Context: an optimization exercise on an open-source flow, tuned for small area, a short achievable clock period and few clock cycles per item. The choices shown serve that exercise and are no tape-out recipe.
In this exercise RTL edits were held to simulation tests only and were not proved equivalent to the original.

== nickel ==
==> flow/design.v <==
`default_nettype none
package bch_pkg;
    localparam int gf_width = 4;
    typedef logic [gf_width-1:0] gf_exp_t;
    typedef logic [gf_width-1:0] gf_vec_t;
    typedef logic [gf_width-1:0] loc_t;
    localparam gf_exp_t zero_exp = gf_exp_t'(15);
    function automatic gf_vec_t exp_to_vec(input gf_exp_t e);
        gf_vec_t v;
        v = 4'b0001;
        for (int i = 0; i < 14; i++) begin
            if (i < e) v = {v[2:0], 1'b0} ^ (v[3] ? 4'b0011 : 4'b0000);
        end
        if (e == zero_exp) v = 4'b0000;
        exp_to_vec = v;
    endfunction
    function automatic gf_vec_t gf_mul(input gf_vec_t a, input gf_vec_t b);
        logic [6:0] p;
        p = '0;
        for (int i = 0; i < 4; i++) begin
            if (b[i]) p = p ^ (7'(a) << i);
        end
        for (int i = 6; i >= 4; i--) begin
            if (p[i]) p = p ^ (7'b0010011 << (i - 4));
        end
        gf_mul = p[3:0];
    endfunction
    function automatic gf_vec_t gf_sq(input gf_vec_t a);
        gf_sq = gf_mul(a, a);
    endfunction
    function automatic gf_vec_t gf_inv(input gf_vec_t a);
        gf_vec_t a2, a4, a8;
        a2 = gf_sq(a);
        a4 = gf_sq(a2);
        a8 = gf_sq(a4);
        gf_inv = gf_mul(gf_mul(a8, a4), a2);
    endfunction
endpackage
`default_nettype wire
`timescale 1ns/1ps
`default_nettype none
module bch_decoder (
    input  logic             clk,
    input  logic             rst_n,
    input  logic             in_valid,
    input  bch_pkg::gf_exp_t in_syndrome,
    output logic             out_valid,
    output bch_pkg::loc_t    out_location
);
    logic [2:0]       phase;
    logic             det_zero;
    logic             beat;
    bch_pkg::gf_vec_t in_vec;
    bch_pkg::gf_vec_t s1;        
    bch_pkg::gf_vec_t det;       
    bch_pkg::gf_vec_t num;       
    bch_pkg::gf_vec_t s1_cube;
    bch_pkg::gf_vec_t s1_fifth;
    logic             fire;
    always_ff @(posedge clk or negedge rst_n) begin
        if (!rst_n) begin
            phase <= '0;
        end else if (phase == 3'd0) begin
            phase <= in_valid ? 3'd1 : 3'd0;
        end else if (phase == 3'd6 && det_zero) begin
            phase <= 3'd0;
        end else begin
            phase <= phase + 3'd1;
        end
    end
    always_comb begin
        in_vec   = bch_pkg::exp_to_vec(in_syndrome);
        s1_cube  = bch_pkg::gf_mul(bch_pkg::gf_sq(s1), s1);
        s1_fifth = bch_pkg::gf_mul(bch_pkg::gf_sq(bch_pkg::gf_sq(s1)), s1);
    end
    always_ff @(posedge clk) begin
        if (phase == 3'd0) s1 <= in_vec;
        if (phase == 3'd2) det <= in_vec ^ s1_cube;
        if (phase == 3'd4) num <= in_vec ^ s1_fifth;
    end
    assign det_zero = (det == 4'b0000);
    assign fire     = det_zero ? (phase == 3'd4) : (phase == 3'd5);
    assign beat     = (phase >= 3'd5) || fire;
    bch_pkg::gf_vec_t p, sig2, sig3, xv;
    bch_pkg::gf_vec_t tk [4];
    bch_pkg::gf_vec_t lo_sum [4];
    bch_pkg::gf_vec_t hi_sum [4];
    logic [14:0]      is_root;
    always_comb begin
        p    = bch_pkg::gf_mul(num, bch_pkg::gf_inv(det));
        sig2 = bch_pkg::gf_sq(s1) ^ p;
        sig3 = det ^ s1_cube ^ bch_pkg::gf_mul(s1, p);
        for (int k = 0; k < 4; k++) begin
            tk[k] = bch_pkg::gf_mul(s1, bch_pkg::exp_to_vec(4'(2 * k)))
                  ^ bch_pkg::gf_mul(sig2, bch_pkg::exp_to_vec(4'(k)));
        end
        lo_sum[0] = 4'b0000;
        lo_sum[1] = tk[0];
        lo_sum[2] = tk[1];
        lo_sum[3] = tk[0] ^ tk[1];
        hi_sum[0] = sig3;
        hi_sum[1] = sig3 ^ tk[2];
        hi_sum[2] = sig3 ^ tk[3];
        hi_sum[3] = sig3 ^ tk[2] ^ tk[3];
        for (int i = 0; i < 15; i++) begin
            xv = bch_pkg::exp_to_vec(4'(i));
            is_root[i] = ((lo_sum[xv[1:0]] ^ hi_sum[xv[3:2]])
                          == bch_pkg::exp_to_vec(4'((3 * i) % 15)));
        end
    end
    bch_pkg::loc_t next_loc;
    always_comb begin
        next_loc = 4'd15;
        for (int i = 14; i >= 0; i--) begin
            if (is_root[i] && (fire || 4'(i) > out_location)) next_loc = 4'(i);
        end
    end
    always_ff @(posedge clk or negedge rst_n) begin
        if (!rst_n) begin
            out_valid    <= 1'b0;
            out_location <= '0;
        end else if (beat) begin
            out_valid    <= 1'b1;
            out_location <= next_loc;
        end else begin
            out_valid    <= 1'b0;
            out_location <= '0;
        end
    end
endmodule
`default_nettype wire
export LEC_CHECK = 0
export CAP_MARGIN = 20
export CORE_MARGIN = 2
export CORE_UTILIZATION = 40
export CTS_BUF_LIST = sky130_fd_sc_hd__clkbuf_4
export SLEW_MARGIN = 20
create_clock -name core_clock -period 60.0 [get_ports {clk}]
standard.sh (not shown) runs the stock make flow with config.mk's settings and CLKGATE_MAP_FILE= SYNTH_SCRIPT=/design/flow/synth_recipe.tcl, a recipe that flattens the netlist after the stock synthesis.
==> flow/flow/run.sh <==
#!/bin/bash
# Own layout flow: the standard synthesis, then the combinational logic
# is re-mapped by ABC with an area-oriented script (the standard synthesis
# extracts half adders from the GF(16) XOR logic and upsizes for a 60 ps
# target). Registers are kept exactly as the standard synthesis made them.
# Then the standard layout from floorplan to finish.
set -euo pipefail
here=$(pwd)
R=$here/orfs/results/${FLOW_PLATFORM}/bch_decoder/base
bash standard.sh synth > $here/synth_standard.log 2>&1
cp $R/1_2_yosys.v $here/1_2_yosys.standard.v
STD_NETLIST=$here/1_2_yosys.standard.v OUT_NETLIST=$here/1_2_yosys.remapped.v \
  yosys -c $here/flow/remap.tcl > $here/remap.log 2>&1
cp $here/1_2_yosys.remapped.v $R/1_2_yosys.v
rm -f $R/1_synth.odb $R/1_synth.sdc
bash standard.sh "BUFFER_PORTS_ARGS=-buffer_cell sky130_fd_sc_hd__buf_1" finish > $here/layout.log 2>&1
==> flow/flow/remap.tcl <==
# Re-map the combinational logic of the standard synthesis netlist.
# Flip-flops stay the exact instances (names, cell types) that synthesis made.
yosys -import
set lib $::env(FLOW_HOME)/platforms/sky130hd/lib/sky130_fd_sc_hd__tt_025C_1v80.lib
set top $::env(FLOW_TOP)
set out $::env(OUT_NETLIST)

# Cell models: combinational cells as logic, sequential cells kept whole
read_liberty -ignore_miss_func $lib
read_verilog $::env(STD_NETLIST)
hierarchy -top $top
set fh [open $::env(STD_NETLIST)]
set text [read $fh]
close $fh
set seq [lsort -unique [regexp -all -inline {sky130_fd_sc_hd__(?:df|edf|sdf|sedf|dl)[a-z0-9_]*} $text]]
puts "sequential cells: $seq"
blackbox {*}$seq
flatten
select $top
write_verilog -noattr -selected $out.generic.v
select -clear

set du {}
foreach c {probe_p_8 probec_p_8 lpflow_bleeder_1 lpflow_clkbufkapwr_1 lpflow_clkbufkapwr_16 lpflow_clkbufkapwr_2 lpflow_clkbufkapwr_4 lpflow_clkbufkapwr_8 lpflow_clkinvkapwr_1 lpflow_clkinvkapwr_16 lpflow_clkinvkapwr_2 lpflow_clkinvkapwr_4 lpflow_clkinvkapwr_8 lpflow_decapkapwr_12 lpflow_decapkapwr_3 lpflow_decapkapwr_4 lpflow_decapkapwr_6 lpflow_decapkapwr_8 lpflow_inputiso0n_1 lpflow_inputiso0p_1 lpflow_inputiso1n_1 lpflow_inputiso1p_1 lpflow_inputisolatch_1 lpflow_isobufsrc_1 lpflow_isobufsrc_16 lpflow_isobufsrc_2 lpflow_isobufsrc_4 lpflow_isobufsrc_8 lpflow_isobufsrckapwr_16 lpflow_lsbuf_lh_hl_isowell_tap_1 lpflow_lsbuf_lh_hl_isowell_tap_2 lpflow_lsbuf_lh_hl_isowell_tap_4 lpflow_lsbuf_lh_isowell_4 lpflow_lsbuf_lh_isowell_tap_1 lpflow_lsbuf_lh_isowell_tap_2 lpflow_lsbuf_lh_isowell_tap_4} {
  lappend du -dont_use sky130_fd_sc_hd__$c
}

# A few area-oriented ABC scripts; the smallest result is kept
set scripts {
  {+strash;dc2;dc2;dch,-f;amap}
  {+strash;dc2;dc2;dch,-f;amap;strash;dch,-f;amap}
  {+strash;dc2;dc2;dch,-f;amap,-m;strash;dch,-f;amap,-m}
  {+strash;dch,-f;amap;strash;dch,-f;amap}
  {+strash;dc2;dch,-f;amap;strash;dc2;dch,-f;amap}
  {+strash;dc2;dc2;&get,-n;&dch,-f;&nf,-R,1000;&put}
  {+strash;dc2;dc2;&get,-n;&dc2;&dch,-f;&nf,-R,1000;&put}
  {+strash;dc2;dc2;dch,-f;amap;strash;&get,-n;&dch,-f;&nf,-R,1000;&put}
}
set best_area 1e9
set i 0
foreach sc $scripts {
  design -reset
  read_liberty -lib $lib
  read_verilog $out.generic.v
  hierarchy -top $top
  techmap
  opt -purge
  abc -liberty $lib {*}$du -script $sc
  opt_clean -purge
  splitnets
  opt_clean -purge
  hilomap -singleton -hicell sky130_fd_sc_hd__conb_1 HI -locell sky130_fd_sc_hd__conb_1 LO
  insbuf -buf sky130_fd_sc_hd__buf_1 A X
  opt_clean -purge
  check -assert
  tee -o $out.stat$i.txt stat -liberty $lib
  set fh [open $out.stat$i.txt]
  set st [read $fh]
  close $fh
  regexp {Chip area for module[^:]*:\s*([0-9.]+)} $st -> area
  puts "script $i ($sc): area $area"
  select $top
  write_verilog -noattr -nohex -nodec -selected $out.cand$i.v
  select -clear
  if {$area < $best_area} {
    set best_area $area
    set best $i
  }
  incr i
}
puts "kept script $best, area $best_area"

# The syndrome input arrives late in the cycle: map again, for delay, the
# few gates between it and the registers it feeds
design -reset
read_liberty -ignore_miss_func $lib
read_verilog $out.cand$best.v
hierarchy -top $top
blackbox {*}$seq
yosys cd $top
set stops ""
foreach c $seq { append stops ":-$c" {[Q]} }
set expr "w:in_syndrome %co*$stops"
foreach c $seq { append expr " t:$c %d" }
select -set cone {*}$expr
select -list @cone
setattr -set keep_hierarchy 1 * @cone %d
yosys cd
flatten
select -clear
setattr -unset keep_hierarchy $top/*
select $top
write_verilog -noattr -selected $out.cone.v
select -clear
design -reset
read_liberty -lib $lib
read_verilog $out.cone.v
hierarchy -top $top
techmap
opt -purge
abc -liberty $lib {*}$du -script {+strash;balance;dch,-f;map,-a}
opt_clean -purge
check -assert
tee -o $out.stat_final.txt stat -liberty $lib $top
select $top
write_verilog -noattr -nohex -nodec -selected $out
In summary, nickel completed successfully, with a layout that passed the timing, DRC and antenna checks.
Testbench counts of nickel, summed over its fixed seeds: cycles 29,957, blocks 4,000.
Changes in tundra relative to nickel:
diff --git a/flow/flow/remap.tcl b/flow/flow/remap.tcl
--- a/flow/flow/remap.tcl
+++ b/flow/flow/remap.tcl
@@ -31,8 +31,4 @@
   {+strash;dc2;dc2;dch,-f;amap;strash;dch,-f;amap}
-  {+strash;dc2;dc2;dch,-f;amap,-m;strash;dch,-f;amap,-m}
-  {+strash;dch,-f;amap;strash;dch,-f;amap}
-  {+strash;dc2;dch,-f;amap;strash;dc2;dch,-f;amap}
   {+strash;dc2;dc2;&get,-n;&dch,-f;&nf,-R,1000;&put}
   {+strash;dc2;dc2;&get,-n;&dc2;&dch,-f;&nf,-R,1000;&put}
-  {+strash;dc2;dc2;dch,-f;amap;strash;&get,-n;&dch,-f;&nf,-R,1000;&put}
 }
@@ -71,36 +67,2 @@
 puts "kept script $best, area $best_area"
-
-# The syndrome input arrives late in the cycle: map again, for delay, the
-# few gates between it and the registers it feeds
-design -reset
-read_liberty -ignore_miss_func $lib
-read_verilog $out.cand$best.v
-hierarchy -top $top
-blackbox {*}$seq
-yosys cd $top
-set stops ""
-foreach c $seq { append stops ":-$c" {[Q]} }
-set expr "w:in_syndrome %co*$stops"
-foreach c $seq { append expr " t:$c %d" }
-select -set cone {*}$expr
-select -list @cone
-setattr -set keep_hierarchy 1 * @cone %d
-yosys cd
-flatten
-select -clear
-setattr -unset keep_hierarchy $top/*
-select $top
-write_verilog -noattr -selected $out.cone.v
-select -clear
-design -reset
-read_liberty -lib $lib
-read_verilog $out.cone.v
-hierarchy -top $top
-techmap
-opt -purge
-abc -liberty $lib {*}$du -script {+strash;balance;dch,-f;map,-a}
-opt_clean -purge
-check -assert
-tee -o $out.stat_final.txt stat -liberty $lib $top
-select $top
-write_verilog -noattr -nohex -nodec -selected $out
+file copy -force $out.cand$best.v $out
- Delta (tundra minus nickel): post-layout net count moved down; cell area fell by 1.2%.
- Looking at destination of the critical timing path, the num[1] result is from nickel; the det[0] one comes from tundra.
- Fraction of final layout cells sized beyond drive strength 1 ends up lower on tundra.
- Delta (tundra minus nickel): post-detailed-routing wire length picked up an extra about 2.6%.
What maple does differently from tundra at the input level:
diff --git a/flow/flow/remap.tcl b/flow/flow/remap.tcl
--- a/flow/flow/remap.tcl
+++ b/flow/flow/remap.tcl
@@ -31,4 +31,8 @@
   {+strash;dc2;dc2;dch,-f;amap;strash;dch,-f;amap}
+  {+strash;dc2;dc2;dch,-f;amap,-m;strash;dch,-f;amap,-m}
+  {+strash;dch,-f;amap;strash;dch,-f;amap}
+  {+strash;dc2;dch,-f;amap;strash;dc2;dch,-f;amap}
   {+strash;dc2;dc2;&get,-n;&dch,-f;&nf,-R,1000;&put}
   {+strash;dc2;dc2;&get,-n;&dc2;&dch,-f;&nf,-R,1000;&put}
+  {+strash;dc2;dc2;dch,-f;amap;strash;&get,-n;&dch,-f;&nf,-R,1000;&put}
 }
@@ -67,2 +71,36 @@
 puts "kept script $best, area $best_area"
-file copy -force $out.cand$best.v $out
+
+# The syndrome input arrives late in the cycle: map again, for delay, the
+# few gates between it and the registers it feeds
+design -reset
+read_liberty -ignore_miss_func $lib
+read_verilog $out.cand$best.v
+hierarchy -top $top
+blackbox {*}$seq
+yosys cd $top
+set stops ""
+foreach c $seq { append stops ":-$c" {[Q]} }
+set expr "w:in_syndrome %co*$stops"
+foreach c $seq { append expr " t:$c %d" }
+select -set cone {*}$expr
+select -list @cone
+setattr -set keep_hierarchy 1 * @cone %d
+yosys cd
+flatten
+select -clear
+setattr -unset keep_hierarchy $top/*
+select $top
+write_verilog -noattr -selected $out.cone.v
+select -clear
+design -reset
+read_liberty -lib $lib
+read_verilog $out.cone.v
+hierarchy -top $top
+techmap
+opt -purge
+abc -liberty $lib {*}$du -script {+strash;balance;dch,-f;map,-a}
+opt_clean -purge
+check -assert
+tee -o $out.stat_final.txt stat -liberty $lib $top
+select $top
+write_verilog -noattr -nohex -nodec -selected $out
diff --git a/flow/config.mk b/flow/config.mk
--- a/flow/config.mk
+++ b/flow/config.mk
@@ -10,3 +10,2 @@
 export CORE_UTILIZATION = 40
-export CTS_BUF_LIST = sky130_fd_sc_hd__clkbuf_4
 export SLEW_MARGIN = 20
Results
- No stage failed in maple, and the final checks on the layout all came back clean.
- Relative to tundra, the final wirelength measured on maple has decreased by a few percent.
- Of the two values seen for endpoint of the worst setup timing path, num[1] was produced by maple and det[0] by tundra.
- NOTE post-synthesis area per instance tundra->maple increased slightly
- Changes observed in maple relative to tundra: post-route minimum period decreased 0.12 ns; clock-cell share of area increased 0.98 points; die area increased 0.81%; worst relative slew slack increased 8.0 points.
- Changes observed in maple relative to tundra: number of DRC violations after detailed-routing iteration 0 decreased about 21%, count of plain and timing-repair buffers in the layout has increased, post-cts resize count shows no meaningful change.
- Netlist area before placement of maple exceeds that of tundra slightly.
- Smallest hold slack sits lower in maple than in tundra.

* * *

old:
bch_decoder, a different RTL version from the one above (not shown whole).
Size: roughly 450 cells after synthesis, roughly 2700 um2 of cells after synthesis.
export LEC_CHECK = 0
export CAP_MARGIN = 20
export CORE_MARGIN = 2
export CORE_UTILIZATION = 40
export CTS_CLUSTER_SIZE = 40
export SLEW_MARGIN = 20
create_clock -name core_clock -period 60.0 [get_ports {clk}]
==> flow/flow/run.sh <==
#!/bin/bash
# Own layout flow: the standard synthesis, then the combinational logic
# is re-mapped by ABC with an area-oriented script (the standard synthesis
# extracts half adders from the GF(16) XOR logic and upsizes for a 60 ps
# target). Registers are kept exactly as the standard synthesis made them.
# Then the standard layout from floorplan to finish.
set -euo pipefail
here=$(pwd)
R=$here/orfs/results/${FLOW_PLATFORM}/bch_decoder/base
bash standard.sh synth > $here/synth_standard.log 2>&1
cp $R/1_2_yosys.v $here/1_2_yosys.standard.v
STD_NETLIST=$here/1_2_yosys.standard.v OUT_NETLIST=$here/1_2_yosys.remapped.v \
  yosys -c $here/flow/remap.tcl > $here/remap.log 2>&1
cp $here/1_2_yosys.remapped.v $R/1_2_yosys.v
rm -f $R/1_synth.odb $R/1_synth.sdc
bash standard.sh "BUFFER_PORTS_ARGS=-buffer_cell sky130_fd_sc_hd__buf_2" finish > $here/layout.log 2>&1
==> flow/flow/remap.tcl <==
yosys -import
set lib $::env(FLOW_HOME)/platforms/sky130hd/lib/sky130_fd_sc_hd__tt_025C_1v80.lib
# Cell models: combinational cells as logic, sequential cells kept whole
read_liberty -ignore_miss_func $lib
read_verilog $::env(STD_NETLIST)
hierarchy -top $::env(FLOW_TOP)
# Keep every flip-flop and latch cell whole, so the registers stay as the
# standard synthesis made them
set fh [open $::env(STD_NETLIST)]
set text [read $fh]
close $fh
set seq [lsort -unique [regexp -all -inline {sky130_fd_sc_hd__(?:df|edf|sdf|sedf|dl)[a-z0-9_]*} $text]]
puts "sequential cells: $seq"
blackbox {*}$seq
flatten
select $::env(FLOW_TOP)
write_verilog -noattr -selected $::env(OUT_NETLIST).generic.v
select -clear
design -reset
read_liberty -lib $lib
read_verilog $::env(OUT_NETLIST).generic.v
hierarchy -top $::env(FLOW_TOP)
techmap
opt -purge
set du {}
foreach c {probe_p_8 probec_p_8 lpflow_bleeder_1 lpflow_clkbufkapwr_1 lpflow_clkbufkapwr_16 lpflow_clkbufkapwr_2 lpflow_clkbufkapwr_4 lpflow_clkbufkapwr_8 lpflow_clkinvkapwr_1 lpflow_clkinvkapwr_16 lpflow_clkinvkapwr_2 lpflow_clkinvkapwr_4 lpflow_clkinvkapwr_8 lpflow_decapkapwr_12 lpflow_decapkapwr_3 lpflow_decapkapwr_4 lpflow_decapkapwr_6 lpflow_decapkapwr_8 lpflow_inputiso0n_1 lpflow_inputiso0p_1 lpflow_inputiso1n_1 lpflow_inputiso1p_1 lpflow_inputisolatch_1 lpflow_isobufsrc_1 lpflow_isobufsrc_16 lpflow_isobufsrc_2 lpflow_isobufsrc_4 lpflow_isobufsrc_8 lpflow_isobufsrckapwr_16 lpflow_lsbuf_lh_hl_isowell_tap_1 lpflow_lsbuf_lh_hl_isowell_tap_2 lpflow_lsbuf_lh_hl_isowell_tap_4 lpflow_lsbuf_lh_isowell_4 lpflow_lsbuf_lh_isowell_tap_1 lpflow_lsbuf_lh_isowell_tap_2 lpflow_lsbuf_lh_isowell_tap_4} {
  lappend du -dont_use sky130_fd_sc_hd__$c
}
abc -liberty $lib {*}$du -script "+strash;dc2;dc2;dch,-f;amap"
opt_clean -purge
# Stronger drive for the output registers, which also feed the beat logic
chtype -set sky130_fd_sc_hd__dfrtp_4 c:out_location* t:sky130_fd_sc_hd__dfrtp_1 %i
splitnets
opt_clean -purge
hilomap -singleton -hicell sky130_fd_sc_hd__conb_1 HI -locell sky130_fd_sc_hd__conb_1 LO
insbuf -buf sky130_fd_sc_hd__buf_4 A X
opt_clean -purge
check
stat -liberty $lib
select $::env(FLOW_TOP)
write_verilog -noattr -nohex -nodec -selected $::env(OUT_NETLIST)
Per the final summary, old finished and its layout is clean on timing, DRC and antenna.
Testbench counts of old, summed over its fixed seeds: cycles 32,000, blocks 4,000.
Input-level comparison between new and old:
Settings: a deleted CTS_CLUSTER_SIZE that had been 40.
diff --git a/flow/flow/remap.tcl b/flow/flow/remap.tcl
--- a/flow/flow/remap.tcl
+++ b/flow/flow/remap.tcl
@@ -29,6 +29,4 @@
 abc -liberty $lib {*}$du -script "+strash;dc2;dc2;dch,-f;amap"
 opt_clean -purge
-# Stronger drive for the output registers, which also feed the beat logic
-chtype -set sky130_fd_sc_hd__dfrtp_4 c:out_location* t:sky130_fd_sc_hd__dfrtp_1 %i
 splitnets
 opt_clean -purge
### Flow results
Changes observed in new relative to old: buffering overhead now sits at about the same level, setup TNS after final layout now sits at about the same level, worst path buffer plus inverter count now sits higher.
The met3 wire length of new falls short of that of old by about 24%.
old → new: final worst-path setup slack climbed 0.017 ns; wire length barely changed.

## re-timing with driven ports
The flow's constraints put no driver on any port. The routed layouts listed below were extracted and timed again, unchanged, in two steps.
Step 1 sets driving cells, clkbuf_16 on the clock port and buf_2 on the other inputs (assumed; they add their load-dependent delay and slew).
Step 2 moves the port delays by t, midway between the first and last clock arrival at a register: inputs arrive t later, outputs are due t later. That takes back most of the time a late clock gives input paths.
a / b / c = ideal ports / drivers / drivers and shift; a / b = the first two.
run	t, ns	slack for setup (ns)	pins driven straight from the clock port
nickel	0.304	47.020 / 47.018 / 46.714	1
tundra	0.316	46.839 / 46.840 / 46.524	1
maple	0.269	46.960 / 46.960 / 46.692	1
old	0.276	46.977 / 46.978 / 46.703	1
new	0.280	46.994 / 46.997 / 46.717	1
After both steps every run listed still meets setup and hold. The setup slack of tundra, which loses most, moves by +0.001 ns with the drivers and by -0.315 ns with both steps.
